Source: an optimization exercise on an open RTL-to-GDS flow (aim: small area and a short achievable clock period). Production flows keep margins and buffers that such runs may drop. No run shown here included a check of the RTL's function; only the layout flow was run. Power is estimated from default activity; no workload was simulated.

`flow/flow/run.sh`:
```
#!/bin/bash
# The standard layout (standard.sh), with the port buffers made of the smallest
# plain buffer instead of the resizer's default choice. Every input and output
# port still gets its own buffer.
set -euo pipefail
export BUFFER_PORTS_ARGS="-buffer_cell sky130_fd_sc_hd__buf_1"
bash standard.sh > standard_flow.log 2>&1
```
`flow/constraint.sdc`:
```
create_clock -name core_clock -period 5.5 [get_ports {clk}]
set_input_delay 1.1000 -clock core_clock [delete_from_list [all_inputs] [get_ports {clk}]]
set_output_delay 1.1000 -clock core_clock [all_outputs]
set_load 0.01 [all_outputs]
```
`flow/standard.sh`:
```
#!/bin/bash
# synth_recipe.tcl (not shown) runs the flow's synth.tcl, then flattens the netlist and writes it again
# the make line also repeats each setting of config.mk as NAME=value (left out here)
make -C /OpenROAD-flow-scripts/flow DESIGN_CONFIG=/design/flow/config.mk WORK_HOME=/design/flow/orfs CLKGATE_MAP_FILE= SYNTH_SCRIPT=/design/flow/synth_recipe.tcl "${@:-finish}"
```
`flow/config.mk`:
```
export PLATFORM = sky130hd
export DESIGN_NAME = csv_record_parse_and_hash
export DESIGN_NICKNAME = csv_record_parse_and_hash
export VERILOG_FILES = /design/flow/design.v
export SDC_FILE = /design/flow/constraint.sdc
export NUM_CORES = 4
export LEC_CHECK = 0
export ABC_AREA = 1
export CAP_MARGIN = 20
export CORE_MARGIN = 2
export CORE_UTILIZATION = 60
export CTS_BUF_LIST = sky130_fd_sc_hd__clkbuf_4 sky130_fd_sc_hd__clkbuf_8
export PLACE_DENSITY = 0.75
export SETUP_SLACK_MARGIN = 2.2
export SLEW_MARGIN = 20
export TNS_END_PERCENT = 10
```
`flow/design.v`:
```
package crph_pkg;
  localparam int NUM_BUCKETS_DEF = 400;
  localparam logic [1:0] STATUS_CITY   = 2'd0;
  localparam logic [1:0] STATUS_ACCEPT = 2'd1;
  localparam logic [1:0] STATUS_ERROR  = 2'd2;
  localparam logic [7:0] CH_ZERO  = 8'h30;
  localparam logic [7:0] CH_NINE  = 8'h39;
  localparam logic [7:0] CH_COMMA = 8'h2C;
  localparam logic [7:0] CH_QUOTE = 8'h22;
  localparam logic [7:0] CH_PAREN = 8'h28;
  localparam logic [19:0] RANK_MAX = 20'hFFFFF;
  localparam logic [31:0] POP_MAX  = 32'hFFFFFFFF;
  localparam logic [9:0]  LEN_MAX  = 10'd1023;
  typedef struct packed {
    logic [1:0]  status;
    logic [7:0]  city_byte;
    logic [19:0] rank;
    logic [31:0] population;
    logic [9:0]  city_length;
    logic [8:0]  index_by_length;
    logic [8:0]  index_by_sum;
    logic [8:0]  index_by_product;
  } result_t;
  function automatic int idx_width(input int ts);
    if (ts > 1) idx_width = $clog2(ts);
    else idx_width = 1;
  endfunction
endpackage
`default_nettype none
module csv_record_parse_and_hash #(
  parameter int NUM_BUCKETS = crph_pkg::NUM_BUCKETS_DEF
) (
  input  logic         clk,
  input  logic         rst_n,
  input  logic         in_tvalid,
  output logic         in_tready,
  input  logic [7:0]   in_tdata,    
  input  logic         in_tlast,    
  output logic         out_tvalid,
  input  logic         out_tready,
  output logic [103:0] out_tdata,   
  output logic [1:0]   out_tuser    
);
  localparam logic [2:0] S_START      = 3'd0;
  localparam logic [2:0] S_RANK       = 3'd1;
  localparam logic [2:0] S_OPEN_CITY  = 3'd2;
  localparam logic [2:0] S_CITY       = 3'd3;
  localparam logic [2:0] S_AFTER_CITY = 3'd4;
  localparam logic [2:0] S_POP_OPEN   = 3'd5;
  localparam logic [2:0] S_POP        = 3'd6;
  localparam logic [2:0] S_SKIP       = 3'd7;
  logic        skid_v;           
  logic [7:0]  skid_b;
  logic        skid_l;
  logic        out_v;            
  logic        out_acc;          
  logic        out_err;          
  logic        out_gp;           
  logic        out_gc;           
  logic        out_gx;           
  logic [19:0] q_rank;           
  logic        q_rsat;           
  logic [31:0] q_pop;
  logic        q_psat;           
  logic [2:0]  state;
  logic [19:0] rank;             
  logic        rank_sat;
  logic [15:0] acc_lo;
  logic [15:0] acc_hi;
  logic [3:0]  acc_c;            
  logic        acc_hp;           
  logic        acc_sat;          
  logic [9:0]  len;
  logic [8:0]  sum;
  logic [8:0]  px;               
  logic        cb_r;             
  logic        p2_r;             
  logic        p3_r;             
  logic        cpend;            
  logic       ob_free;
  logic [7:0] b;
  logic       last;
  logic       bv;
  logic       is_digit, is_comma, is_quote, is_paren;
  logic [3:0] digit;
  logic [2:0] state_nxt;
  logic       emit;
  logic       acc_word;
  logic       city_word;
  logic       commit;
  assign ob_free = !out_v || out_tready;
  assign b       = skid_v ? skid_b : in_tdata;
  assign last    = skid_v ? skid_l : in_tlast;
  assign bv      = skid_v || in_tvalid;
  assign is_digit = (b[7:4] == 4'h3) && (b[3:0] <= 4'd9);
  assign is_comma = (b == crph_pkg::CH_COMMA);
  assign is_quote = (b == crph_pkg::CH_QUOTE);
  assign is_paren = (b == crph_pkg::CH_PAREN);
  assign digit    = b[3:0];
  always_comb begin
    state_nxt = S_SKIP;
    emit      = 1'b1;
    acc_word  = 1'b0;
    city_word = 1'b0;
    unique case (state)
      S_START: if (is_digit) begin
        state_nxt = S_RANK; emit = 1'b0;
      end
      S_RANK: if (is_digit) begin
        state_nxt = S_RANK; emit = 1'b0;
      end else if (is_comma) begin
        state_nxt = S_OPEN_CITY; emit = 1'b0;
      end
      S_OPEN_CITY: if (is_quote) begin
        state_nxt = S_CITY; emit = 1'b0;
      end
      S_CITY: if (is_quote) begin
        state_nxt = S_AFTER_CITY; emit = 1'b0;
      end else begin
        state_nxt = S_CITY; city_word = 1'b1;
      end
      S_AFTER_CITY: if (is_comma) begin
        state_nxt = S_POP_OPEN; emit = 1'b0;
      end
      S_POP_OPEN: if (is_quote) begin
        state_nxt = S_POP; emit = 1'b0;
      end else if (is_paren) begin
        acc_word = 1'b1;
      end
      S_POP: if (is_digit || is_comma) begin
        state_nxt = S_POP; emit = 1'b0;
      end else if (is_quote) begin
        acc_word = 1'b1;
      end
      default: emit = 1'b0;
    endcase
    if (last) begin
      state_nxt = S_START;
      if (state != S_SKIP) begin
        emit      = 1'b1;
        city_word = 1'b0;
      end
    end
  end
  assign commit = bv && (ob_free || !emit);
  always_ff @(posedge clk) begin
    if (!rst_n) begin
      skid_v <= 1'b0;
      out_v  <= 1'b0;
      state  <= S_START;
    end else begin
      skid_v <= bv && emit && !ob_free;
      if (ob_free) out_v <= bv && emit;
      if (commit) state <= state_nxt;
    end
  end
  logic        acc_clr;          
  logic        acc_step;         
  logic        acc_aux;          
  logic [19:0] lo_mul;
  logic [19:0] hi_mul;
  logic [15:0] hi_eff;
  logic        sat_eff;
  assign acc_clr  = !rst_n || (commit && (last || state == S_POP_OPEN));
  assign acc_step = commit && is_digit && (state == S_START || state == S_RANK || state == S_POP);
  assign acc_aux  = (state == S_CITY) || (state == S_AFTER_CITY);
  logic [19:0] lo_x10, lo_x10p;
  logic [4:0]  lo_low;
  assign lo_x10   = (20'(acc_lo) << 3) + (20'(acc_lo) << 1);
  assign lo_x10p  = (20'(acc_lo) << 3) + (20'(acc_lo) << 1) + 20'd16;
  assign lo_low   = {1'b0, lo_x10[3:0]} + {1'b0, digit};
  assign lo_mul   = {lo_low[4] ? lo_x10p[19:4] : lo_x10[19:4], lo_low[3:0]};
  assign hi_mul   = (20'(acc_hi) << 3) + (20'(acc_hi) << 1) + 20'(acc_c);
  assign hi_eff   = acc_hp ? hi_mul[15:0] : acc_hi;
  assign sat_eff  = acc_sat || (acc_hp && (acc_hi > 16'd6553 || (acc_hi == 16'd6553 && acc_c >= 4'd6)));
  logic [7:0] cbyte;
  logic [4:0] c_h;
  logic [4:0] c25;
  logic [5:0] c_t;
  logic [6:0] c_t25, c_t50;
  always_comb begin
    unique case (cbyte[7:5])
      3'd0: c_h = 5'd0;
      3'd1: c_h = 5'd7;
      3'd2: c_h = 5'd14;
      3'd3: c_h = 5'd21;
      3'd4: c_h = 5'd3;
      3'd5: c_h = 5'd10;
      3'd6: c_h = 5'd17;
      default: c_h = 5'd24;
    endcase
  end
  assign cbyte = q_rank[7:0];
  assign c_t   = 6'(cbyte[4:0]) + 6'(c_h);
  assign c_t25 = {1'b0, c_t} - 7'd25;
  assign c_t50 = {1'b0, c_t} - 7'd50;
  assign c25   = !c_t50[6] ? c_t50[4:0] : !c_t25[6] ? c_t25[4:0] : c_t[4:0];
  logic [3:0] a16, b16, p_r16;
  logic [4:0] a25, b25;
  logic [5:0] sq_s, sq_d;
  logic [4:0] sq_fs, sq_fd, r16_h;
  logic [6:0] k_t;
  logic [6:0] k_t25, k_t50;
  logic [4:0] k;
  assign a16   = px[8:5];
  assign a25   = px[4:0];
  assign b16   = acc_lo[8:5];
  assign b25   = acc_lo[4:0];
  assign sq_s  = 6'(a25) + 6'(b25);
  assign sq_d  = 6'(a25) - 6'(b25);
  assign p_r16 = acc_lo[13:10];
  assign sq_fs[0] = (sq_s[0] && !sq_s[1] && !sq_s[2] && !sq_s[3]) ||
      (sq_s[1] && !sq_s[2] && sq_s[3] && sq_s[4]) ||
      (sq_s[0] && sq_s[2] && !sq_s[3] && sq_s[4]) ||
      (!sq_s[0] && sq_s[1] && sq_s[2] && sq_s[5]) ||
      (!sq_s[1] && sq_s[2] && sq_s[3] && !sq_s[4] && !sq_s[5]) ||
      (!sq_s[0] && !sq_s[1] && !sq_s[2] && sq_s[3] && !sq_s[5]) ||
      (sq_s[4] && sq_s[5]) ||
      (sq_s[0] && !sq_s[1] && !sq_s[3] && sq_s[5]) ||
      (sq_s[0] && !sq_s[1] && sq_s[2] && sq_s[4]) ||
      (!sq_s[0] && sq_s[1] && sq_s[3] && sq_s[5]) ||
      (!sq_s[0] && !sq_s[1] && sq_s[2] && !sq_s[4] && !sq_s[5]) ||
      (!sq_s[0] && sq_s[1] && !sq_s[2] && !sq_s[3] && !sq_s[4] && !sq_s[5]);
  assign sq_fs[1] = (!sq_s[1] && sq_s[2] && sq_s[3] && sq_s[4]) ||
      (sq_s[1] && sq_s[2] && sq_s[3] && sq_s[5]) ||
      (sq_s[1] && sq_s[2] && !sq_s[3] && sq_s[4]) ||
      (sq_s[0] && sq_s[1] && !sq_s[2] && !sq_s[4] && !sq_s[5]) ||
      (!sq_s[0] && !sq_s[1] && sq_s[2] && !sq_s[3] && !sq_s[4]) ||
      (sq_s[4] && sq_s[5]) ||
      (sq_s[0] && sq_s[1] && sq_s[2] && sq_s[5]) ||
      (sq_s[0] && sq_s[2] && !sq_s[3] && sq_s[4]) ||
      (sq_s[1] && !sq_s[2] && !sq_s[3] && !sq_s[4] && !sq_s[5]) ||
      (sq_s[0] && sq_s[1] && !sq_s[2] && sq_s[3] && !sq_s[5]) ||
      (!sq_s[0] && sq_s[1] && sq_s[2] && sq_s[3] && !sq_s[4]);
  assign sq_fs[2] = (sq_s[2] && !sq_s[3] && sq_s[5]) ||
      (sq_s[0] && sq_s[1] && !sq_s[2] && !sq_s[4] && !sq_s[5]) ||
      (!sq_s[1] && sq_s[2] && sq_s[3] && !sq_s[4] && !sq_s[5]) ||
      (sq_s[0] && !sq_s[1] && !sq_s[2] && sq_s[3] && !sq_s[4]) ||
      (!sq_s[0] && sq_s[1] && !sq_s[3] && sq_s[5]) ||
      (sq_s[0] && sq_s[1] && sq_s[2] && sq_s[5]) ||
      (!sq_s[0] && !sq_s[1] && sq_s[2] && sq_s[3] && !sq_s[5]) ||
      (!sq_s[0] && sq_s[1] && sq_s[2] && !sq_s[3] && sq_s[4]) ||
      (!sq_s[0] && sq_s[2] && sq_s[3] && !sq_s[4] && !sq_s[5]) ||
      (!sq_s[0] && !sq_s[1] && !sq_s[2] && !sq_s[3] && sq_s[4] && !sq_s[5]);
  assign sq_fs[3] = (sq_s[0] && sq_s[1] && sq_s[4]) ||
      (!sq_s[0] && !sq_s[1] && sq_s[2] && sq_s[5]) ||
      (!sq_s[0] && !sq_s[2] && sq_s[3] && sq_s[4]) ||
      (!sq_s[0] && sq_s[1] && !sq_s[3] && !sq_s[4] && !sq_s[5]) ||
      (sq_s[4] && sq_s[5]) ||
      (sq_s[0] && sq_s[1] && !sq_s[2] && sq_s[3] && !sq_s[5]) ||
      (!sq_s[0] && sq_s[1] && sq_s[2] && !sq_s[4] && !sq_s[5]) ||
      (sq_s[0] && sq_s[1] && sq_s[2] && !sq_s[3] && sq_s[5]) ||
      (sq_s[0] && !sq_s[1] && !sq_s[2] && !sq_s[3] && !sq_s[4] && !sq_s[5]);
  assign sq_fs[4] = (sq_s[0] && !sq_s[1] && sq_s[2] && sq_s[4]) ||
      (!sq_s[0] && sq_s[1] && sq_s[2] && sq_s[5]) ||
      (sq_s[1] && !sq_s[2] && !sq_s[3] && sq_s[4]) ||
      (!sq_s[1] && sq_s[2] && sq_s[3] && !sq_s[4] && !sq_s[5]) ||
      (sq_s[1] && sq_s[2] && !sq_s[3] && !sq_s[4] && !sq_s[5]) ||
      (!sq_s[0] && sq_s[2] && sq_s[3] && sq_s[5]) ||
      (sq_s[0] && sq_s[2] && sq_s[3] && sq_s[4]) ||
      (sq_s[0] && !sq_s[1] && sq_s[2] && !sq_s[3] && sq_s[5]) ||
      (!sq_s[0] && sq_s[2] && !sq_s[3] && !sq_s[4] && !sq_s[5]) ||
      (sq_s[0] && sq_s[1] && !sq_s[2] && sq_s[3] && sq_s[5]) ||
      (!sq_s[0] && !sq_s[1] && !sq_s[2] && !sq_s[3] && !sq_s[4] && sq_s[5]);
  assign sq_fd[0] = (!sq_d[0] && !sq_d[1] && !sq_d[2] && sq_d[3]) ||
      (sq_d[0] && sq_d[2] && sq_d[4] && !sq_d[5]) ||
      (sq_d[0] && !sq_d[2] && !sq_d[4] && sq_d[5]) ||
      (!sq_d[1] && sq_d[2] && sq_d[3] && !sq_d[5]) ||
      (sq_d[1] && sq_d[2] && sq_d[3] && sq_d[4]) ||
      (!sq_d[0] && !sq_d[1] && sq_d[2] && sq_d[4] && sq_d[5]) ||
      (sq_d[0] && !sq_d[1] && !sq_d[2] && !sq_d[3] && !sq_d[5]) ||
      (sq_d[0] && sq_d[1] && !sq_d[4] && sq_d[5]) ||
      (!sq_d[0] && !sq_d[1] && sq_d[2] && !sq_d[3] && !sq_d[4]) ||
      (sq_d[0] && sq_d[1] && !sq_d[2] && !sq_d[3] && sq_d[5]) ||
      (!sq_d[0] && sq_d[1] && !sq_d[2] && !sq_d[3] && !sq_d[4]);
  assign sq_fd[1] = (sq_d[0] && !sq_d[1] && sq_d[2] && sq_d[4]) ||
      (sq_d[0] && sq_d[1] && !sq_d[2] && !sq_d[4]) ||
      (sq_d[1] && sq_d[2] && sq_d[4] && !sq_d[5]) ||
      (!sq_d[0] && sq_d[2] && sq_d[3] && sq_d[4]) ||
      (sq_d[1] && !sq_d[2] && !sq_d[3] && !sq_d[4]) ||
      (sq_d[0] && !sq_d[2] && !sq_d[4] && sq_d[5]) ||
      (sq_d[1] && !sq_d[2] && !sq_d[4] && sq_d[5]) ||
      (!sq_d[0] && !sq_d[1] && sq_d[2] && !sq_d[3] && !sq_d[4]) ||
      (!sq_d[0] && sq_d[1] && !sq_d[2] && !sq_d[3] && sq_d[5]) ||
      (!sq_d[0] && sq_d[1] && sq_d[2] && sq_d[3] && !sq_d[5]);
  assign sq_fd[2] = (!sq_d[0] && !sq_d[1] && !sq_d[3] && sq_d[5]) ||
      (sq_d[0] && sq_d[2] && !sq_d[3] && sq_d[5]) ||
      (sq_d[0] && !sq_d[1] && sq_d[3] && !sq_d[5]) ||
      (sq_d[1] && !sq_d[2] && !sq_d[3] && sq_d[5]) ||
      (!sq_d[0] && sq_d[2] && sq_d[3] && !sq_d[5]) ||
      (sq_d[0] && sq_d[1] && !sq_d[2] && !sq_d[4] && !sq_d[5]) ||
      (!sq_d[0] && sq_d[1] && sq_d[2] && sq_d[4] && !sq_d[5]) ||
      (!sq_d[0] && !sq_d[1] && !sq_d[2] && !sq_d[3] && sq_d[4]) ||
      (sq_d[0] && !sq_d[1] && sq_d[2] && sq_d[3] && sq_d[4]) ||
      (!sq_d[0] && sq_d[1] && !sq_d[2] && !sq_d[4] && sq_d[5]);
  assign sq_fd[3] = (sq_d[1] && sq_d[2] && sq_d[3] && sq_d[4]) ||
      (!sq_d[0] && sq_d[1] && !sq_d[3] && !sq_d[4]) ||
      (sq_d[0] && !sq_d[1] && !sq_d[4] && sq_d[5]) ||
      (sq_d[0] && sq_d[1] && sq_d[4] && !sq_d[5]) ||
      (!sq_d[0] && sq_d[1] && !sq_d[2] && sq_d[4] && sq_d[5]) ||
      (sq_d[3] && sq_d[4] && !sq_d[5]) ||
      (!sq_d[1] && !sq_d[2] && !sq_d[4] && sq_d[5]) ||
      (sq_d[0] && !sq_d[1] && sq_d[2] && !sq_d[3] && sq_d[5]) ||
      (sq_d[0] && sq_d[1] && !sq_d[2] && sq_d[3] && !sq_d[5]) ||
      (!sq_d[0] && sq_d[1] && sq_d[2] && !sq_d[4] && !sq_d[5]) ||
      (sq_d[0] && !sq_d[1] && !sq_d[2] && !sq_d[3] && !sq_d[4]);
  assign sq_fd[4] = (sq_d[1] && sq_d[2] && !sq_d[3] && !sq_d[4]) ||
      (sq_d[1] && !sq_d[2] && sq_d[4] && !sq_d[5]) ||
      (!sq_d[1] && sq_d[2] && sq_d[3] && !sq_d[5]) ||
      (!sq_d[0] && !sq_d[1] && sq_d[2] && sq_d[4] && sq_d[5]) ||
      (!sq_d[0] && sq_d[2] && !sq_d[3] && !sq_d[4]) ||
      (sq_d[0] && !sq_d[1] && !sq_d[2] && sq_d[3] && sq_d[4]) ||
      (sq_d[0] && sq_d[1] && !sq_d[2] && !sq_d[3] && sq_d[5]) ||
      (sq_d[0] && !sq_d[1] && sq_d[2] && sq_d[4] && !sq_d[5]) ||
      (sq_d[0] && sq_d[1] && !sq_d[2] && !sq_d[4] && sq_d[5]) ||
      (!sq_d[0] && sq_d[1] && !sq_d[2] && sq_d[3] && sq_d[4]) ||
      (sq_d[0] && !sq_d[1] && sq_d[2] && sq_d[3] && !sq_d[4]) ||
      (!sq_d[0] && sq_d[1] && sq_d[2] && !sq_d[4] && sq_d[5]);
  assign r16_h[0] = (!p_r16[0] && !p_r16[1] && p_r16[3]) ||
      (!p_r16[1] && p_r16[2] && !p_r16[3]) ||
      (p_r16[0] && p_r16[1] && p_r16[3]) ||
      (p_r16[0] && !p_r16[1] && !p_r16[3]);
  assign r16_h[1] = (p_r16[0] && p_r16[2] && p_r16[3]) ||
      (!p_r16[0] && !p_r16[1] && p_r16[2]) ||
      (!p_r16[0] && p_r16[1] && !p_r16[2]) ||
      (p_r16[0] && p_r16[1] && p_r16[2]) ||
      (p_r16[0] && !p_r16[1] && !p_r16[2] && !p_r16[3]);
  assign r16_h[2] = (!p_r16[0] && p_r16[2] && p_r16[3]) ||
      (p_r16[0] && p_r16[1] && p_r16[3]) ||
      (!p_r16[0] && !p_r16[1] && p_r16[3]) ||
      (p_r16[0] && !p_r16[1] && p_r16[2] && !p_r16[3]) ||
      (!p_r16[0] && p_r16[1] && !p_r16[2] && !p_r16[3]);
  assign r16_h[3] = (p_r16[0] && !p_r16[2] && !p_r16[3]) ||
      (!p_r16[1] && !p_r16[2] && p_r16[3]) ||
      (!p_r16[0] && !p_r16[2] && p_r16[3]) ||
      (p_r16[0] && p_r16[1] && p_r16[2] && p_r16[3]);
  assign r16_h[4] = (!p_r16[0] && p_r16[1] && !p_r16[3]) ||
      (p_r16[0] && !p_r16[2] && p_r16[3]) ||
      (!p_r16[0] && p_r16[2] && !p_r16[3]) ||
      (p_r16[0] && !p_r16[1] && p_r16[3]);
  assign k_t   = 7'(acc_lo[9:5]) - 7'(acc_lo[4:0]) - 7'(r16_h);
  assign k_t25 = k_t + 7'd25;
  assign k_t50 = k_t + 7'd50;
  assign k     = !k_t[6] ? k_t[4:0] : !k_t25[6] ? k_t25[4:0] : k_t50[4:0];
  always_ff @(posedge clk) begin
    acc_hp <= acc_step && !acc_clr;
    if (acc_step && !acc_clr) begin
      acc_lo <= lo_mul[15:0];
      acc_c  <= lo_mul[19:16];
    end else if (acc_clr) begin
      acc_lo <= '0;
    end else if (acc_aux && p2_r) begin
      acc_lo[13:0] <= {4'(a16 * b16), sq_fs, sq_fd};
    end else if (acc_aux && cb_r && !cpend && len == 10'd1) begin
      acc_lo[8:0] <= {cbyte[3:0], c25};
    end
    if (acc_clr) begin
      acc_hi  <= '0;
      acc_sat <= 1'b0;
    end else begin
      acc_hi  <= hi_eff;
      acc_sat <= sat_eff;
    end
    if (state == S_RANK) begin
      rank     <= {hi_eff[3:0], acc_lo};
      rank_sat <= sat_eff || (acc_hp ? (acc_hi >= 16'd2 || (acc_hi == 16'd1 && acc_c >= 4'd6))
                                     : acc_hi >= 16'd16);
    end
  end
  logic [9:0] sum_add;
  logic [6:0] sum_sub;           
  assign sum_add = 10'(cpend ? 9'd0 : sum) + 10'(cbyte);
  assign sum_sub = {1'b0, sum_add[9:4]} - 7'd25;
  always_ff @(posedge clk) begin
    cb_r <= commit && state == S_CITY && !is_quote;
    p2_r <= cb_r && !cpend && len == 10'd1;
    p3_r <= p2_r;
    if (commit && state == S_OPEN_CITY) begin
      cpend <= 1'b1;
    end else if (cb_r) begin
      cpend <= 1'b0;
    end
    if (cb_r) begin
      if (cpend) len <= 10'd1;
      else if (len != crph_pkg::LEN_MAX) len <= len + 10'd1;
      sum <= sum_sub[6] ? sum_add[8:0] : {sum_sub[4:0], sum_add[3:0]};
    end
    if (cb_r && cpend) begin
      px <= {cbyte[3:0], c25};
    end else if (p3_r) begin
      px <= {p_r16, k};
    end
  end
  always_ff @(posedge clk) begin
    skid_b <= b;
    skid_l <= last;
    if (ob_free) begin
      out_acc <= acc_word;
      out_err <= !acc_word && !city_word;
      out_gp  <= acc_word && (state == S_POP);
      out_gc  <= acc_word && !cpend;
      out_gx  <= acc_word && !cpend && len[9:1] != 9'd0;
      q_rank  <= {rank[19:8], (state == S_CITY) ? b : rank[7:0]};
      q_rsat  <= rank_sat;
      q_pop   <= {hi_eff, acc_lo};
      q_psat  <= sat_eff;
    end
  end
  logic [5:0] len_m800;           
  logic [6:0] len_m400;           
  logic [8:0] len_idx;
  assign len_m800 = {1'b0, len[9:5]} - 6'd25;
  assign len_m400 = {1'b0, len[9:4]} - 7'd25;
  assign len_idx  = !len_m800[5] ? {len_m800[3:0], len[4:0]} :
                    !len_m400[6] ? {len_m400[4:0], len[3:0]} : len[8:0];
  logic [8:0] prod_idx;
  assign prod_idx = {px[4:0], px[8:5]};
  logic out_city;
  assign out_city = !out_acc && !out_err;
  assign in_tready  = !skid_v;
  assign out_tvalid = out_v;
  assign out_tuser  = {out_err, out_acc};
  assign out_tdata  = {7'd0,
                       prod_idx    & {9{out_gx}},
                       sum         & {9{out_gc}},
                       len_idx     & {9{out_gc}},
                       len         & {10{out_gc}},
                       (q_pop  | {32{q_psat}}) & {32{out_gp}},
                       (q_rank | {20{q_rsat}}) & {20{out_acc}},
                       q_rank[7:0] & {8{out_city}}};
endmodule
`default_nettype wire
```
==> results of run 1 <==
## metrics by stage
stage | instances | hold WS, ps | total power, mW | setup WS, ps | cell area, um^2
after floorplan | 1802 | 331 | 3.99 | 2470 | 13000
after global placement | 2140 | 350 | 4.62 | 1780 | 13500
after detailed placement | 2140 | 342 | 4.66 | 1690 | 13500
after CTS | 2177 | 365 | 5.58 | 2060 | 13900
after global routing | 2197 | 374 | 6.21 | 2030 | 14200
final | 2197 | 363 | 5.73 | 2210 | 14200
## critical path, stage by stage, from the launching register on
cell	delay, ps
edfxtp_1	400
inv_2	90
ha_2	210
o21ai_2	150
inv_1	80
o21ai_2	180
nand2_2	100
o22ai_2	120
o21ai_0	90
a21oi_1	150
buf_2	140
## kinds of logic (layout without fill, tap and decap cells)
family,count (synthesis),in the layout,synth area share
xor+xnor,48,48,0.0325
buf+inv,321,441,0.101
fa+ha+maj,108,108,0.110
simple gates,931,931,0.310
compound gates,223,223,0.0931
other cells,1,7,0.000290
flops,164,164,0.353
## layout by cell type, fill, tap and decap left out, types with 4 or more instances in the layout
master / netlist / layout
nor2_2: 2 / 4
edfxtp_1: 128 / 128
clkinv_8: 0 / 7
a21oi_1: 91 / 89
fa_1: 10 / 10
or2_2: 13 / 13
ha_1: 98 / 97
nand3_1: 138 / 137
nand2_2: 15 / 18
nor3_1: 16 / 16
nand2_1: 438 / 434
nor2_1: 237 / 235
o211ai_1: 6 / 6
xor2_1: 34 / 34
nand3b_1: 5 / 5
inv_1: 262 / 259
inv_2: 2 / 5
nor4_1: 4 / 4
o21a_1: 4 / 4
clkbuf_8: 0 / 17
xnor2_1: 14 / 13
nand4_1: 52 / 52
dfxtp_1: 36 / 34
a31oi_1: 5 / 5
buf_1: 1 / 112
o21ai_0: 96 / 93
buf_4: 14 / 28
conb_1: 1 / 7
## synth_stat cells, types with 2 or more instances
cell type	instances	area share
nor3_1	16	0.0062
a21oi_1	91	0.035
nand2_4	2	0.0017
clkbuf_1	28	0.0081
a31oi_1	5	0.0024
or2_2	13	0.0063
nor2_2	2	0.00097
fa_1	10	0.015
nand4_1	52	0.025
nand2_2	15	0.0073
o32ai_1	2	0.0014
ha_1	98	0.095
buf_6	6	0.0052
o31ai_1	2	0.0012
clkinv_1	2	0.00058
buf_4	14	0.0081
nor4_1	4	0.0019
inv_2	2	0.00058
o2111ai_1	3	0.0020
o21a_1	4	0.0023
nand3b_1	5	0.0029
o22ai_1	2	0.00097
a21boi_0	3	0.0017
nand3_4	3	0.0041
edfxtp_1	128	0.30
xnor2_1	14	0.0095
o21bai_1	3	0.0017
nand3_1	138	0.053
xor2_1	34	0.023
inv_1	262	0.076
dfxtp_1	36	0.056
o21ai_0	96	0.037
nand3_2	2	0.0015
nand2_1	438	0.13
o211ai_1	6	0.0035
nor2_1	237	0.069
buf_2	5	0.0019
## routing by layer
| layer | vias to the layer above | wire length (um) | share of wire | track usage |
|---|---|---|---|---|
| li1 | 6099 | - | - | - |
| met1 | 5595 | 14900 | 0.44 | 0.399 |
| met2 | 427 | 16000 | 0.48 | 0.483 |
| met3 | 48 | 2040 | 0.061 | 0.0380 |
| met4 | 0 | 625 | 0.019 | 0.0822 |
| met5 | - | 0 | 0 | 0 |
## flip-flops by register name, summed over array words and instances (netlist names), 3 cells and up
name and cells:
rank 20, state 3, acc_hi 16, skid_b 8, len 10, acc_lo 16, sum 9, px 9
q_rank 20, q_pop 32, acc_c 4
## layout make-up
type                            count  area share
Multi-Input combinational cell   1317       0.505
Sequential cell                   164       0.323
Inverter                          267      0.0712
Timing Repair Buffer              142      0.0460
Tap cell                          275      0.0243
Clock buffer                       17      0.0165
Clock inverter                     15      0.0141
## worst paths after layout
kind	slack, ps	depth (start not counted)	from	endpoint
worst max register to register	2260	14	acc_lo[0]$_DFFE_PP_	acc_lo[3]$_DFFE_PP_
worst min-delay path	360	0	p2_r$_DFF_P_	p3_r$_DFF_P_
worst max-delay path	2210	10	len[4]$_SDFFCE_PP0P_	out_tdata[77]
worst min register to register	360	0	p2_r$_DFF_P_	p3_r$_DFF_P_
## timing repair
| item | in CTS | in global routing |
|---|---|---|
| cloned | 0 | 0 |
| endpoints found under the setup margin | 28 | 52 |
| gates resized for setup | 5 | 20 |
| setup buffers | 5 | 19 |
| pin swaps | 0 | 3 |
## power by group through the flow
stage,clock [mW],combinational [mW],sequential [mW]
2_1_floorplan,0,2.35,1.64
3_3_place_gp,0,2.90,1.72
3_5_place_dp,0,2.94,1.72
4_1_cts,0.921,2.98,1.69
5_1_grt,0.968,3.56,1.68
6_report,0.916,3.15,1.67
==> results.yml, run 1 <==
power:
  pwr-share-clk: 0.160
  powerDensity_nw_per_um2: 405
  leakagePower_nw: 6.95
  p_sw_frac: 0.483
  p_switching_mw: 2.77
  comb_power_share: 0.549
  p_int_mw: 2.96
  max-vdd-ir-drop_uv: 687
  seqPwrFrac: 0.291
global_route:
  grt_pass1_wl_mm: 51.9
  grt_usage: 0.290
  grt_max_degree: 62
  grt-ovfl-total: 0
  first_global_vias: 10600
  antenna_found_initial: 0
flow_run:
  max_cap_violations: 0
critical_path:
  path_max_fanout: 6
  crit_path_end_kind: "primary output"
  crit_type: "flop to primary output"
  critPathRequiredTime_ps: 4400
  startpoint_type: "flop"
  arrival_ps: 2190
status:
  status: "timing/DRC/antenna clean"
logic_synthesis:
  synth_top_flop_cell: "edfxtp_1"
  async_reset_ff_frac: 0
  syn_area_um2: 12900
  netlist-cell-type-count: 50
  synth-edff-count: 128
  yosysWarnings: 1
  postSynthAreaPerCell_um2: 7.20
  syn_inst: 1796
  ys_seq_area_frac: 0.353
  synth-seq-cells: 164
die:
  dieArea_um2: 22800
  die_w_um: 151
  core_um2: 21100
  die_y_um: 151
  io_pins: 121
  rows: 53
  start_util: 0.613
clocking:
  cts_root_buffer: "clkbuf_8"
  htree_num_levels: 4
  cts.sinks: 164
  tritoncts: "done"
  tritoncts.num_buffers: 17
  clockBufferDepth: 2
  clkLatencyLatePin_ps: 480
  clk_pin_slew_ps: 120
  cts_hold_buf: 0
placed_design:
  portBuffers: 113
  hpwl_mm: 25.2
  routabilityCongestion: 0.916
detailed_routing:
  drtIter0Drc: 817
  via_per_inst: 5.54
  antenna_left: 0
  drc: 0
  vias: 12200
  avgRoutedWirePerCell_um: 15.3
  first_pass_iters: 5
  wl_mm: 33.6
timing:
  max_freq_mhz: 304
  fin_crit_sh: 0.598
  fin_tns_setup_ps: 0
  finalClockSkew_ps: 25.8
  rsz0062_at_grt: "true"
  finalCriticalPeriod_ps: 3290
  hold_violations: 0
  setup_viol: 0
  slew_headroom: 0.367
  maxSlewViolCount: 0
  tightest_slew_ps: 949
finish:
  n_antenna_cell: 0
  seqCellArea_um2: 4570
  layout-drive-gt1-share: 0.0645
  fillerInstances: 1875
  synthToLayoutAreaGrowth_pct: 9.42
  fin_nets: 2030
  multi_input_area_um2: 7150
  fin_util: 0.671
min_path:
  holdCritPathClass: "flop to flop"
==> run 2, diff against run 1 <==
--- a/flow/design.v
+++ b/flow/design.v
@@ -208,7 +208,7 @@
   assign b25   = acc_lo[4:0];
   assign sq_s  = 6'(a25) + 6'(b25);
   assign sq_d  = 6'(a25) - 6'(b25);
-  assign p_r16 = acc_lo[13:10];
+  assign p_r16 = 4'(a16 * b16);
   assign sq_fs[0] = (sq_s[0] && !sq_s[1] && !sq_s[2] && !sq_s[3]) ||
       (sq_s[1] && !sq_s[2] && sq_s[3] && sq_s[4]) ||
       (sq_s[0] && sq_s[2] && !sq_s[3] && sq_s[4]) ||
@@ -338,7 +338,7 @@
       (p_r16[0] && !p_r16[2] && p_r16[3]) ||
       (!p_r16[0] && p_r16[2] && !p_r16[3]) ||
       (p_r16[0] && !p_r16[1] && p_r16[3]);
-  assign k_t   = 7'(acc_lo[9:5]) - 7'(acc_lo[4:0]) - 7'(r16_h);
+  assign k_t   = 7'(acc_lo[9:5]) - 7'(acc_lo[4:0]) - 7'(acc_lo[14:10]);
   assign k_t25 = k_t + 7'd25;
   assign k_t50 = k_t + 7'd50;
   assign k     = !k_t[6] ? k_t[4:0] : !k_t25[6] ? k_t25[4:0] : k_t50[4:0];
@@ -350,7 +350,7 @@
     end else if (acc_clr) begin
       acc_lo <= '0;
     end else if (acc_aux && p2_r) begin
-      acc_lo[13:0] <= {4'(a16 * b16), sq_fs, sq_fd};
+      acc_lo[14:0] <= {r16_h, sq_fs, sq_fd};
     end else if (acc_aux && cb_r && !cpend && len == 10'd1) begin
       acc_lo[8:0] <= {cbyte[3:0], c25};
     end
@@ -387,8 +387,10 @@
     end
     if (cb_r && cpend) begin
       px <= {cbyte[3:0], c25};
+    end else if (p2_r) begin
+      px[8:5] <= p_r16;
     end else if (p3_r) begin
-      px <= {p_r16, k};
+      px[4:0] <= k;
     end
   end
   always_ff @(posedge clk) begin
==> results.yml, run 2 <==
global_route:
  grt_max_degree: 61
  first_global_vias: 10200
  grt_usage: 0.286
  grt_pass1_wl_mm: 50.5
  antenna_found_initial: 0
  grt-ovfl-total: 0
clocking:
  cts_root_buffer: "clkbuf_8"
  cts.sinks: 164
  htree_num_levels: 4
  cts_hold_buf: 0
  tritoncts: "done"
  clockBufferDepth: 2
  clkLatencyLatePin_ps: 470
  clk_pin_slew_ps: 100
  tritoncts.num_buffers: 17
logic_synthesis:
  ys_seq_area_frac: 0.362
  synth_common_cells: "409 x nand2_1, 249 x inv_1, 237 x nor2_1"
  synth.most_common_cell: "nand2_1"
  synth-seq-cells: 164
  syn_area_um2: 12600
  async_reset_ff_frac: 0
  synth_top_flop_cell: "edfxtp_1"
  postSynthAreaPerCell_um2: 7.36
  netlist-cell-type-count: 52
  syn_inst: 1712
  synth-edff-count: 128
  yosysTopAreaCell: "edfxtp_1"
  synth.area.top_cells: "edfxtp_1 31%, nand2_1 12%, ha_1 9.4%, inv_1 7.4%, nor2_1 7.1%"
  synth_top_area_share: 0.305
  yosysWarnings: 1
timing:
  hold_violations: 0
  setup_viol: 0
  tightest_slew_ps: 978
  fin_tns_setup_ps: 0
  rsz0062_at_grt: "true"
  max_freq_mhz: 304
  fin_crit_sh: 0.599
  finalCriticalPeriod_ps: 3290
  hold_ws_ps: 374
  finalClockSkew_ps: 24.0
  maxSlewViolCount: 0
  slew_headroom: 0.347
power:
  leakagePower_nw: 6.71
  powerDensity_nw_per_um2: 420
  max-vdd-ir-drop_uv: 782
finish:
  fin_util: 0.659
  synthToLayoutAreaGrowth_pct: 8.98
  layout_common_cells: "406 x nand2_1, 246 x inv_1, 236 x nor2_1, 128 x edfxtp_1, 113 x buf_1"
  final_common_cell: "nand2_1"
  multi_input_area_um2: 6850
  largest_reg_flops: 32
  n_antenna_cell: 0
  fin_area_um2: 13700
  fin_nets: 1931
  seqCellArea_um2: 4570
  layout-drive-gt1-share: 0.0597
  top_register: "q_pop"
  top_regs: "q_pop: 32 flops, q_rank: 20 flops, rank: 20 flops"
  fillerInstances: 1832
placed_design:
  hpwl_mm: 23.9
  placed_area_um2: 13100
  routabilityCongestion: 0.925
  portBuffers: 113
critical_path:
  critPathMaxStageDelay_ps: 470
  slowest_stage: "edfxtp_1"
  critPathRequiredTime_ps: 4400
  crit_family: "flip-flops"
  path_max_fanout: 6
  crit_type: "flop to primary output"
  cpMostUsedCell: "nand2_1"
  arrival_ps: 2190
  critical_path.cell_chain: "inv_2 > ha_1 > nand2_1 > nand3_1 > nand2_2 > nand2_1 > o22ai_2 > o21ai_0 > a21oi_1 > buf_1"
  crit_path_end_kind: "primary output"
  reg2reg_from: "acc_lo[0]$_DFFE_PP_"
  startpoint_type: "flop"
  rr_endpoint: "acc_lo[8]$_DFFE_PP_"
  r2r_cells: 14
  worst-path-buf-inv: 2
  reg2reg_slack_ps: 2210
min_path:
  hold_path_depth: 0
  min_from: "p2_r$_DFF_P_"
  whs_endpoint: "p3_r$_DFF_P_"
  holdCritPathClass: "flop to flop"
die:
  start_util: 0.605
  rows: 53
  die_w_um: 149
  core_um2: 20800
  dieArea_um2: 22200
  io_pins: 121
  die_y_um: 149
detailed_routing:
  first_pass_iters: 6
  drc: 0
  drtIter0Drc: 994
  avgRoutedWirePerCell_um: 15.2
  via_per_inst: 5.49
  antenna_left: 0
  vias: 11500
  wl_mm: 31.9
status:
  status: "timing/DRC/antenna clean"
flow_run:
  max_cap_violations: 0
==> run 2: cell types whose count changed after synthesis, sizes merged, moves of 4 or more <==
cell | previous run | this run
nand3 | 143 | 101
nand2 | 455 | 425
xnor2 | 14 | 27
inv | 264 | 254
o21ai | 97 | 89
xor2 | 34 | 29
o21a | 4 | 8
==> run 2: cells by family after synthesis <==
group / count (synthesis) / synth area share
AO/OA/AOI/OAI: 222 / 0.0961
XOR/XNOR: 56 / 0.0395
adder cells (fa/ha/maj): 105 / 0.110
buffers and inverters: 310 / 0.0997
flip-flops: 164 / 0.362
multiplexers: 1 / 0.000794
other: 1 / 0.000298
AND/OR/NAND/NOR: 853 / 0.291
==> run 2: worst reg2reg max path: cells and delay by family (launching register included) <==
| kind | cells | cell delay [ps] |
|---|---|---|
| AOI/OAI and AO/OA | 1 | 100 |
| xor gates and xnor gates | 1 | 400 |
| adders and majority gates | 2 | 700 |
| buffers and inverters | 2 | 520 |
| DFF | 1 | 470 |
| and+or+nand+nor | 8 | 980 |
==> run 2: worst max-delay path by stage <==
stage | startpoint | end | slack [ps] | cells past startpoint
after floorplan | in_tdata[3] | acc_c[2]$_DFFE_PP_ | 2410 | 15
after global placement | in_tdata[1] | acc_lo[3]$_DFFE_PP_ | 1720 | 17
after detailed placement | in_tdata[1] | acc_lo[3]$_DFFE_PP_ | 1610 | 17
after CTS | len[5]$_SDFFCE_PP0P_ | out_tdata[77] | 2040 | 10
after global routing | q_rank[7]$_DFFE_PN_ | acc_lo[3]$_DFFE_PP_ | 1980 | 19
final | len[4]$_SDFFCE_PP0P_ | out_tdata[77] | 2210 | 10
==> run 2: layout make-up <==
class	count	area share
Multi-Input combinational cell	1244	0.499
Sequential cell	164	0.333
Inverter	256	0.0709
Timing Repair Buffer	130	0.0416
Tap cell	275	0.0251
Clock buffer	17	0.0170
Clock inverter	15	0.0141
==> run 2: metal layers <==
layer	GRT usage	part of all wire	vias to the layer above
met4	0.0814	0.022	0
met1	0.409	0.45	5303
met3	0.0410	0.070	43
li1	-	-	5771
met5	0	0	-
met2	0.455	0.46	421
==> run 2: report_power, final <==
part,switching (mW),internal [mW]
clock network,0.553,0.360
logic,2.07,1.10
registers,0.132,1.56
==> run 2: metrics by stage <==
step	setup slack [ps]	power (mW)	instances
finish	2210	5.77	2101
global route	1980	6.28	2101
CTS	2040	5.70	2098
detailed placement	1610	4.76	2057
global placement	1720	4.68	2057
floorplan	2410	4.07	1718
==> run 2: repair_timing <==
action | 4_1_cts | 5_1_grt
resized for setup | 2 | 15
buffers inserted | 9 | 2
setup endpoints to repair | 30 | 67
==> run 3, diff against run 2 <==
--- a/flow/config.mk
+++ b/flow/config.mk
@@ -10,6 +10,7 @@
 export CORE_MARGIN = 2
 export CORE_UTILIZATION = 60
 export CTS_BUF_LIST = sky130_fd_sc_hd__clkbuf_4 sky130_fd_sc_hd__clkbuf_8
+export CTS_CLUSTER_SIZE = 12
 export PLACE_DENSITY = 0.75
 export SETUP_SLACK_MARGIN = 2.2
 export SLEW_MARGIN = 20
==> results.yml, run 3 <==
min_path:
  hold_path_depth: 0
  holdCritPathClass: "flop to flop"
  min_from: "p2_r$_DFF_P_"
  whs_endpoint: "p3_r$_DFF_P_"
logic_synthesis:
  synth.most_common_cell: "nand2_1"
  synth_top_flop_cell: "edfxtp_1"
  netlist-cell-type-count: 52
  synth-edff-count: 128
  synth-seq-cells: 164
  postSynthAreaPerCell_um2: 7.36
  syn_area_um2: 12600
  synth_top_area_share: 0.305
  synth.area.top_cells: "edfxtp_1 31%, nand2_1 12%, ha_1 9.4%, inv_1 7.4%, nor2_1 7.1%"
  yosysWarnings: 1
  synth_common_cells: "409 x nand2_1, 249 x inv_1, 237 x nor2_1"
  syn_inst: 1712
  ys_seq_area_frac: 0.362
  async_reset_ff_frac: 0
  yosysTopAreaCell: "edfxtp_1"
finish:
  largest_reg_flops: 32
  fillerInstances: 1832
  top_regs: "q_pop: 32 flops, q_rank: 20 flops, rank: 20 flops"
  fin_area_um2: 13700
  fin_nets: 1931
  layout-drive-gt1-share: 0.0597
  fin_util: 0.659
  top_register: "q_pop"
  synthToLayoutAreaGrowth_pct: 8.98
  final_common_cell: "nand2_1"
  layout_common_cells: "406 x nand2_1, 246 x inv_1, 236 x nor2_1, 128 x edfxtp_1, 113 x buf_1"
  n_antenna_cell: 0
clocking:
  htree_num_levels: 4
  clockBufferDepth: 2
  cts.sinks: 164
  clk_pin_slew_ps: 100
  tritoncts: "done"
  tritoncts.num_buffers: 17
  clkLatencyLatePin_ps: 470
  cts_root_buffer: "clkbuf_8"
  cts_hold_buf: 0
flow_run:
  max_cap_violations: 0
detailed_routing:
  drtIter0Drc: 994
  wl_mm: 31.9
  avgRoutedWirePerCell_um: 15.2
  via_per_inst: 5.49
  vias: 11500
  first_pass_iters: 6
  highest_layer: "met4"
  route.met3.wl_mm: 2.23
  antenna_left: 0
  dr_wl_met2_mm: 14.6
  met1Wirelength_mm: 14.4
  drc: 0
timing:
  fin_crit_sh: 0.599
  setup_slack_ps: 2210
  fin_tns_setup_ps: 0
  finalCriticalPeriod_ps: 3290
  maxSlewViolCount: 0
  slew_headroom: 0.347
  setup_viol: 0
  max_freq_mhz: 304
  rsz0062_at_grt: "true"
  hold_violations: 0
  finalClockSkew_ps: 24.0
  tightest_slew_ps: 978
placed_design:
  hpwl_mm: 23.9
  portBuffers: 113
  dp_slack_ps: 1610
  routabilityCongestion: 0.925
  placed_area_um2: 13100
power:
  seqPwrFrac: 0.293
  leakagePower_nw: 6.71
  p_switching_mw: 2.75
  p_int_mw: 3.02
  pwr-share-clk: 0.158
  powerDensity_nw_per_um2: 420
  max-vdd-ir-drop_uv: 782
  comb_power_share: 0.549
  p_sw_frac: 0.477
critical_path:
  arrival_ps: 2190
  crit_path_end_kind: "primary output"
  crit_type: "flop to primary output"
  rr_endpoint: "acc_lo[8]$_DFFE_PP_"
  path_max_fanout: 6
  startpoint_type: "flop"
  critPathRequiredTime_ps: 4400
  critPathLaunch: "len[4]$_SDFFCE_PP0P_"
  reg2reg_from: "acc_lo[0]$_DFFE_PP_"
  r2r_cells: 14
  reg2reg_slack_ps: 2210
die:
  rows: 53
  start_util: 0.605
  io_pins: 121
  die_y_um: 149
  dieArea_um2: 22200
  die_w_um: 149
  core_um2: 20800
global_route:
  grt-ovfl-total: 0
  first_global_vias: 10200
  grt_max_degree: 61
  grt_pass1_wl_mm: 50.5
  grt_usage: 0.286
  antenna_found_initial: 0
status:
  status: "timing/DRC/antenna clean"
## run 3: worst max path at each step
stage | endpoint | slack, ps
6_report | out_tdata[77] | 2210
5_1_grt | acc_lo[3]$_DFFE_PP_ | 1980
4_1_cts | out_tdata[77] | 2040
3_5_place_dp | acc_lo[3]$_DFFE_PP_ | 1610
3_3_place_gp | acc_lo[3]$_DFFE_PP_ | 1720
2_1_floorplan | acc_c[2]$_DFFE_PP_ | 2410
## run 3: cells by family (layout without fill, tap and decap cells)
kind of cell | Yosys count | in the layout | synth area share
compound gates | 222 | 222 | 0.0961
xor+xnor | 56 | 56 | 0.0395
fa+ha+maj | 105 | 105 | 0.110
buf+inv | 310 | 418 | 0.0997
flops | 164 | 164 | 0.362
mux | 1 | 1 | 0.000794
other cells | 1 | 7 | 0.000298
simple gates | 853 | 853 | 0.291
## run 3: layout make-up
type,instances,area [um^2],area share
inverter,256,973,0.0709
clock inverter,15,194,0.0141
multi-input combinational,1244,6850,0.499
tap,275,344,0.0251
timing repair buffer,130,572,0.0416
clock buffer,17,234,0.0170
sequential,164,4570,0.333
## run 3: timing repair
item / 4_1_cts / 5_1_grt
buffers inserted: 9 / 2
gates cloned: 0 / 0
pin swaps: 0 / 0
gates resized for setup: 2 / 15
setup endpoints to repair: 30 / 67
## run 3: worst max-delay path, cell delays in order (launching register included)
cell	delay, ps
edfxtp_1	470
inv_2	90
ha_1	210
nand2_1	100
nand3_1	120
nand2_2	110
nand2_1	90
o22ai_2	140
o21ai_0	90
a21oi_1	150
buf_1	160
## run 3: power groups by stage
stage | logic [mW] | registers, mW | clock network [mW]
6_report | 3.17 | 1.69 | 0.913
5_1_grt | 3.60 | 1.70 | 0.977
4_1_cts | 3.09 | 1.69 | 0.919
3_5_place_dp | 3.02 | 1.74 | 0
3_3_place_gp | 2.95 | 1.74 | 0
2_1_floorplan | 2.41 | 1.66 | 0
## run 3: per-stage QoR
stage	hold slack [ps]	total power, mW	std cells
3_5_place_dp	347	4.76	2057
3_3_place_gp	354	4.68	2057
6_report	374	5.77	2101
4_1_cts	373	5.70	2098
2_1_floorplan	331	4.07	1718
5_1_grt	390	6.28	2101
## run 3: per-layer routing
metal / vias to the layer above / track usage
met4: 0 / 0.0814
met2: 421 / 0.455
met1: 5303 / 0.409
met3: 43 / 0.0410
met5: - / 0
li1: 5771 / -
==> run 4, diff against run 3 <==
--- a/flow/config.mk
+++ b/flow/config.mk
@@ -10,7 +10,7 @@
 export CORE_MARGIN = 2
 export CORE_UTILIZATION = 60
 export CTS_BUF_LIST = sky130_fd_sc_hd__clkbuf_4 sky130_fd_sc_hd__clkbuf_8
-export CTS_CLUSTER_SIZE = 12
+export CTS_CLUSTER_SIZE = 30
 export PLACE_DENSITY = 0.75
 export SETUP_SLACK_MARGIN = 2.2
 export SLEW_MARGIN = 20
==> results.yml, run 4 <==
timing:
  slew_headroom: 0.347
  fin_tns_setup_ps: 0
  rsz0062_at_grt: "true"
  hold_violations: 0
  tightest_slew_ps: 978
  setup_viol: 0
  fin_crit_sh: 0.599
  max_freq_mhz: 304
  finalClockSkew_ps: 24.0
  maxSlewViolCount: 0
  finalCriticalPeriod_ps: 3290
global_route:
  grt_max_degree: 61
  grt-ovfl-total: 0
  first_global_vias: 10200
  grt_usage: 0.286
  grtUsageMet1: 0.409
  met2_usage: 0.455
  antenna_found_initial: 0
  grt_pass1_wl_mm: 50.5
  grtUsageMet3: 0.0410
  gr-max-usage-layer: "met2"
critical_path:
  reg2reg_from: "acc_lo[0]$_DFFE_PP_"
  rr_endpoint: "acc_lo[8]$_DFFE_PP_"
  cp-endpoint: "out_tdata[77]"
  startpoint_type: "flop"
  crit_path_end_kind: "primary output"
  r2r_cells: 14
  crit_type: "flop to primary output"
  critPathLaunch: "len[4]$_SDFFCE_PP0P_"
  reg2reg_slack_ps: 2210
  arrival_ps: 2190
  critPathRequiredTime_ps: 4400
  path_max_fanout: 6
detailed_routing:
  antenna_left: 0
  vias: 11500
  first_pass_iters: 6
  via_per_inst: 5.49
  avgRoutedWirePerCell_um: 15.2
  wl_mm: 31.9
  drc: 0
  drtIter0Drc: 994
finish:
  final_common_cell: "nand2_1"
  top_register: "q_pop"
  largest_reg_flops: 32
  n_antenna_cell: 0
  layout-drive-gt1-share: 0.0597
  synthToLayoutAreaGrowth_pct: 8.98
  top_regs: "q_pop: 32 flops, q_rank: 20 flops, rank: 20 flops"
  fin_nets: 1931
  fin_area_um2: 13700
  fillerInstances: 1832
  layout_common_cells: "406 x nand2_1, 246 x inv_1, 236 x nor2_1, 128 x edfxtp_1, 113 x buf_1"
logic_synthesis:
  synth.most_common_cell: "nand2_1"
  async_reset_ff_frac: 0
  synth_common_cells: "409 x nand2_1, 249 x inv_1, 237 x nor2_1"
  synth_top_flop_cell: "edfxtp_1"
  netlist-cell-type-count: 52
  postSynthAreaPerCell_um2: 7.36
  yosysTopAreaCell: "edfxtp_1"
  syn_area_um2: 12600
  synth-edff-count: 128
  synth_top_area_share: 0.305
  syn_inst: 1712
  synth-seq-cells: 164
  ys_seq_area_frac: 0.362
  yosysWarnings: 1
  synth.area.top_cells: "edfxtp_1 31%, nand2_1 12%, ha_1 9.4%, inv_1 7.4%, nor2_1 7.1%"
power:
  powerDensity_nw_per_um2: 420
  leakagePower_nw: 6.71
  max-vdd-ir-drop_uv: 782
die:
  core_um2: 20800
  io_pins: 121
  rows: 53
  die_y_um: 149
  start_util: 0.605
  die_w_um: 149
  dieArea_um2: 22200
placed_design:
  hpwl_mm: 23.9
  placed_area_um2: 13100
  routabilityCongestion: 0.925
  portBuffers: 113
clocking:
  cts_root_buffer: "clkbuf_8"
  cts.sinks: 164
  tritoncts.num_buffers: 17
  clockBufferDepth: 2
  tritoncts: "done"
  clkLatencyLatePin_ps: 470
  htree_num_levels: 4
  clk_pin_slew_ps: 100
  cts_hold_buf: 0
min_path:
  hold_path_depth: 0
  holdCritPathClass: "flop to flop"
status:
  status: "timing/DRC/antenna clean"
flow_run:
  max_cap_violations: 0
-- run 4: cell counts after synthesis --
Identical to the previous run, type by type.
-- run 4: area by class of cell --
| cell class | count | area, um^2 | share of cell area |
|---|---|---|---|
| clock inverter | 15 | 194 | 0.0141 |
| sequential | 164 | 4570 | 0.333 |
| clock buffer | 17 | 234 | 0.0170 |
| timing repair buffer | 130 | 572 | 0.0416 |
| multi-input combinational | 1244 | 6850 | 0.499 |
| tap | 275 | 344 | 0.0251 |
| inverter | 256 | 973 | 0.0709 |
-- run 4: power by group --
group / switching [mW] / total (mW) / internal (mW)
Clock: 0.553 / 0.913 / 0.360
Sequential: 0.132 / 1.69 / 1.56
Combinational: 2.07 / 3.17 / 1.10
-- run 4: timing repair --
item                       CTS  global route
setup buffers                9             2
setup endpoints to repair   30            67
resized for setup            2            15
-- run 4: kinds of logic (layout without fill, tap and decap cells) --
| kind of cell | count (synthesis) | count (layout) | share of synthesized area |
|---|---|---|---|
| AND/OR/NAND/NOR | 853 | 853 | 0.291 |
| buffers and inverters | 310 | 418 | 0.0997 |
| AO/OA/AOI/OAI | 222 | 222 | 0.0961 |
| flip-flops | 164 | 164 | 0.362 |
| adder cells (fa/ha/maj) | 105 | 105 | 0.110 |
| XOR/XNOR | 56 | 56 | 0.0395 |
| other | 1 | 7 | 0.000298 |
| multiplexers | 1 | 1 | 0.000794 |
-- run 4: worst min-delay path by stage --
stage                       from            to  slack (ps)
floorplan           p2_r$_DFF_P_  p3_r$_DFF_P_         330
global placement    p2_r$_DFF_P_  p3_r$_DFF_P_         350
detailed placement  p2_r$_DFF_P_  p3_r$_DFF_P_         350
CTS                 p2_r$_DFF_P_  p3_r$_DFF_P_         370
global route        p2_r$_DFF_P_  p3_r$_DFF_P_         390
finish              p2_r$_DFF_P_  p3_r$_DFF_P_         370
-- run 4: worst max-delay path: stages, from the launching register on --
cell      delay, ps
edfxtp_1        470
inv_2            90
ha_1            210
nand2_1         100
nand3_1         120
nand2_2         110
nand2_1          90
o22ai_2         140
o21ai_0          90
a21oi_1         150
buf_1           160
-- run 4: per-stage QoR --
stage          hold slack (ps)   util  setup WS (ps)  cells  total power, mW
6_report                   374  0.659           2210   2101             5.77
5_1_grt                    390  0.659           1980   2101             6.28
4_1_cts                    373  0.655           2040   2098             5.70
3_5_place_dp               347  0.631           1610   2057             4.76
3_3_place_gp               354  0.631           1720   2057             4.68
2_1_floorplan              331      -           2410   1718             4.07
-- run 4: routing by layer --
metal | wire (um) | up-vias | share of wire
li1 | - | 5771 | -
met3 | 2230 | 43 | 0.070
met5 | 0 | - | 0
met1 | 14400 | 5303 | 0.45
met4 | 715 | 0 | 0.022
met2 | 14600 | 421 | 0.46
==> run 5, diff against run 4 <==
--- a/flow/config.mk
+++ b/flow/config.mk
@@ -10,8 +10,7 @@
 export CORE_MARGIN = 2
 export CORE_UTILIZATION = 60
 export CTS_BUF_LIST = sky130_fd_sc_hd__clkbuf_4 sky130_fd_sc_hd__clkbuf_8
-export CTS_CLUSTER_SIZE = 30
 export PLACE_DENSITY = 0.75
-export SETUP_SLACK_MARGIN = 2.2
+export SETUP_SLACK_MARGIN = 2.4
 export SLEW_MARGIN = 20
 export TNS_END_PERCENT = 10
==> results.yml, run 5 <==
critical_path:
  slowest_stage: "edfxtp_1"
  critPathLaunch: "acc_lo[2]$_DFFE_PP_"
  crit_family: "simple AND/OR/NAND/NOR gates"
  worst-path-buf-inv: 3
  critical_path.cell_chain: "inv_2 > ha_4 > nand2_1 > nand2_1 > a31oi_1 > xor2_1 > inv_1 > ha_4 > nand2_1 > o21ai_2 > xor2_1 > inv_1 > nand2_2 > nand2_4 > nand2_1 > nand2_1 > nand2_1 > nand2_1 > nand3_1 > nand2_1"
  critPathRequiredTime_ps: 5720
  reg2reg_slack_ps: 2310
  reg2reg_from: "acc_lo[2]$_DFFE_PP_"
  crit_path_end_kind: "flop"
  critPathMaxStageDelay_ps: 490
  arrival_ps: 3410
  path_max_fanout: 7
  crit_type: "flop to flop"
  startpoint_type: "flop"
  cpMostUsedCell: "nand2_1"
clocking:
  clockBufferDepth: 2
  clkLatencyLatePin_ps: 470
  cts.sinks: 164
  htree_num_levels: 4
  tritoncts.num_buffers: 17
  tritoncts: "done"
  clk_pin_slew_ps: 100
  cts_hold_buf: 0
  cts_root_buffer: "clkbuf_8"
min_path:
  min_from: "p2_r$_DFF_P_"
  holdCritPathClass: "flop to flop"
logic_synthesis:
  postSynthAreaPerCell_um2: 7.36
  netlist-cell-type-count: 52
  synth.most_common_cell: "nand2_1"
  synth_common_cells: "409 x nand2_1, 249 x inv_1, 237 x nor2_1"
  synth_top_flop_cell: "edfxtp_1"
  ys_seq_area_frac: 0.362
  yosysTopAreaCell: "edfxtp_1"
  synth-seq-cells: 164
  synth.area.top_cells: "edfxtp_1 31%, nand2_1 12%, ha_1 9.4%, inv_1 7.4%, nor2_1 7.1%"
  async_reset_ff_frac: 0
  syn_area_um2: 12600
  yosysWarnings: 1
  synth-edff-count: 128
  syn_inst: 1712
  synth_top_area_share: 0.305
timing:
  maxSlewViolCount: 0
  max_freq_mhz: 313
  hold_violations: 0
  finalClockSkew_ps: 26.4
  setup_viol: 0
  fin_tns_setup_ps: 0
  slew_headroom: 0.343
  rsz0062_at_grt: "true"
  finalCriticalPeriod_ps: 3190
  setup_slack_ps: 2310
  fin_crit_sh: 0.580
  tightest_slew_ps: 985
finish:
  n_antenna_cell: 0
  top_regs: "q_pop: 32 flops, q_rank: 20 flops, rank: 20 flops"
  fin_util: 0.688
  fin_nets: 1971
  fillerInstances: 1745
  layout-drive-gt1-share: 0.113
  synthToLayoutAreaGrowth_pct: 13.7
  final_common_cell: "nand2_1"
  largest_reg_flops: 32
  layout_common_cells: "398 x nand2_1, 237 x inv_1, 233 x nor2_1, 128 x edfxtp_1, 110 x buf_1"
  top_register: "q_pop"
die:
  dieArea_um2: 22200
  io_pins: 121
  die_w_um: 149
  rows: 53
  start_util: 0.605
  core_um2: 20800
  die_y_um: 149
detailed_routing:
  via_per_inst: 5.51
  avgRoutedWirePerCell_um: 15.6
  drc: 0
  first_pass_iters: 6
  antenna_left: 0
  vias: 11800
  wl_mm: 33.4
  drtIter0Drc: 1095
power:
  powerDensity_nw_per_um2: 441
  leakagePower_nw: 6.95
  max-vdd-ir-drop_uv: 906
global_route:
  grt-ovfl-total: 0
  grt_pass1_wl_mm: 50.9
  antenna_found_initial: 0
  grt_max_degree: 61
  first_global_vias: 10300
  grt_usage: 0.289
flow_run:
  max_cap_violations: 0
placed_design:
  dp_slack_ps: 1610
  routabilityCongestion: 0.925
  hpwl_mm: 23.9
  portBuffers: 113
status:
  status: "timing/DRC/antenna clean"
==> run 5: timing repair <==
action,in CTS,in global routing
resized for setup,26,67
pin swaps,6,16
setup endpoints to repair,71,91
setup buffers,18,31
cloned,0,2
==> run 5: worst paths after layout <==
kind | to | cells after the start
setup / recovery | px[4]$_DFFE_PP_ | 20
hold reg to reg | p3_r$_DFF_P_ | 0
hold / removal | p3_r$_DFF_P_ | 0
setup reg to reg | px[4]$_DFFE_PP_ | 20
==> run 5: report_power, final <==
group | leakage [nW] | internal, mW | switching (mW) | total [mW]
clock | 0.214 | 0.360 | 0.550 | 0.910
combinational | 5.14 | 1.40 | 2.33 | 3.73
sequential | 1.60 | 1.56 | 0.124 | 1.68
total | 6.95 | 3.32 | 3.00 | 6.32
==> run 5: worst register-to-register path: stages (launching register included) <==
cell      delay, ps
edfxtp_1        490
inv_2           140
ha_4            230
nand2_1          70
nand2_1          60
a31oi_1         200
xor2_1          210
inv_1           100
ha_4            300
nand2_1          60
o21ai_2         150
xor2_1          200
inv_1            90
nand2_2          90
nand2_4          80
nand2_1          80
nand2_1          80
nand2_1          90
nand2_1          80
nand3_1         100
nand2_1          60
==> run 5: per-layer routing <==
metal / wire [um] / track usage
met3: 2410 / 0.0407
met2: 15500 / 0.465
met5: 0 / 0
met4: 697 / 0.0790
met1: 14700 / 0.410
==> run 5: metrics by stage <==
| stage | instances | instance area, um^2 | power (mW) | hold slack [ps] |
|---|---|---|---|---|
| 2_1_floorplan | 1718 | 12600 | 4.07 | 331 |
| 3_3_place_gp | 2057 | 13100 | 4.68 | 354 |
| 3_5_place_dp | 2057 | 13100 | 4.76 | 347 |
| 4_1_cts | 2107 | 13800 | 5.82 | 373 |
| 5_1_grt | 2141 | 14300 | 6.82 | 390 |
| 6_report | 2141 | 14300 | 6.32 | 372 |
==> run 5: logic make-up after synthesis <==
logic type	Yosys count	synth area share
muxes	1	0.000794
adders and majority gates	105	0.110
AOI/OAI and AO/OA	222	0.0961
and+or+nand+nor	853	0.291
xor gates and xnor gates	56	0.0395
buffers and inverters	310	0.0997
other	1	0.000298
DFF	164	0.362
==> run 5: cell type report <==
type | instances | area [um^2] | share of cell area
repair buffers | 168 | 865 | 0.0603
multi-input cells | 1245 | 7150 | 0.499
inverters | 256 | 977 | 0.0682
clock buffers | 17 | 234 | 0.0163
flip-flops and latches | 164 | 4570 | 0.319
repair inverters | 1 | 5.00 | 0.000349
well taps | 275 | 344 | 0.0240
clock inverters | 15 | 194 | 0.0135

static timing again, ports no longer ideal:
Ports are ideal in the flow. The routed layouts listed here were re-timed in OpenROAD. Step 1: set_driving_cell puts a clkbuf_16 on clk and a buf_2 on each other input, an assumption about the parent block. Step 2 times the ports against the registers' clock, not the clock port: input delays grow and output delays shrink by t, the midpoint of the rising clock arrivals with the driver on. a / b / c = ideal / step 1 / step 2; a / b = the first two.
run	shift t [ns]	slack for setup (ns)	hold WS [ns]	worst register clock-pin slew, ns	cell pins on the clock port's net
run 1	0.509	2.213 / 2.174 / 1.967	0.363 / 0.363 / 0.363	0.12 / 0.12	1
run 2	0.506	2.207 / 2.161 / 1.905	0.374 / 0.374 / 0.374	0.12 / 0.12	1
run 3	0.506	2.207 / 2.161 / 1.905	0.374 / 0.374 / 0.374	0.12 / 0.12	1
run 4	0.506	2.207 / 2.161 / 1.905	0.374 / 0.374 / 0.374	0.12 / 0.12	1
run 5	0.506	2.310 / 2.310 / 2.078	0.372 / 0.372 / 0.372	0.12 / 0.12	1
After both steps setup and hold are still met in every run listed.
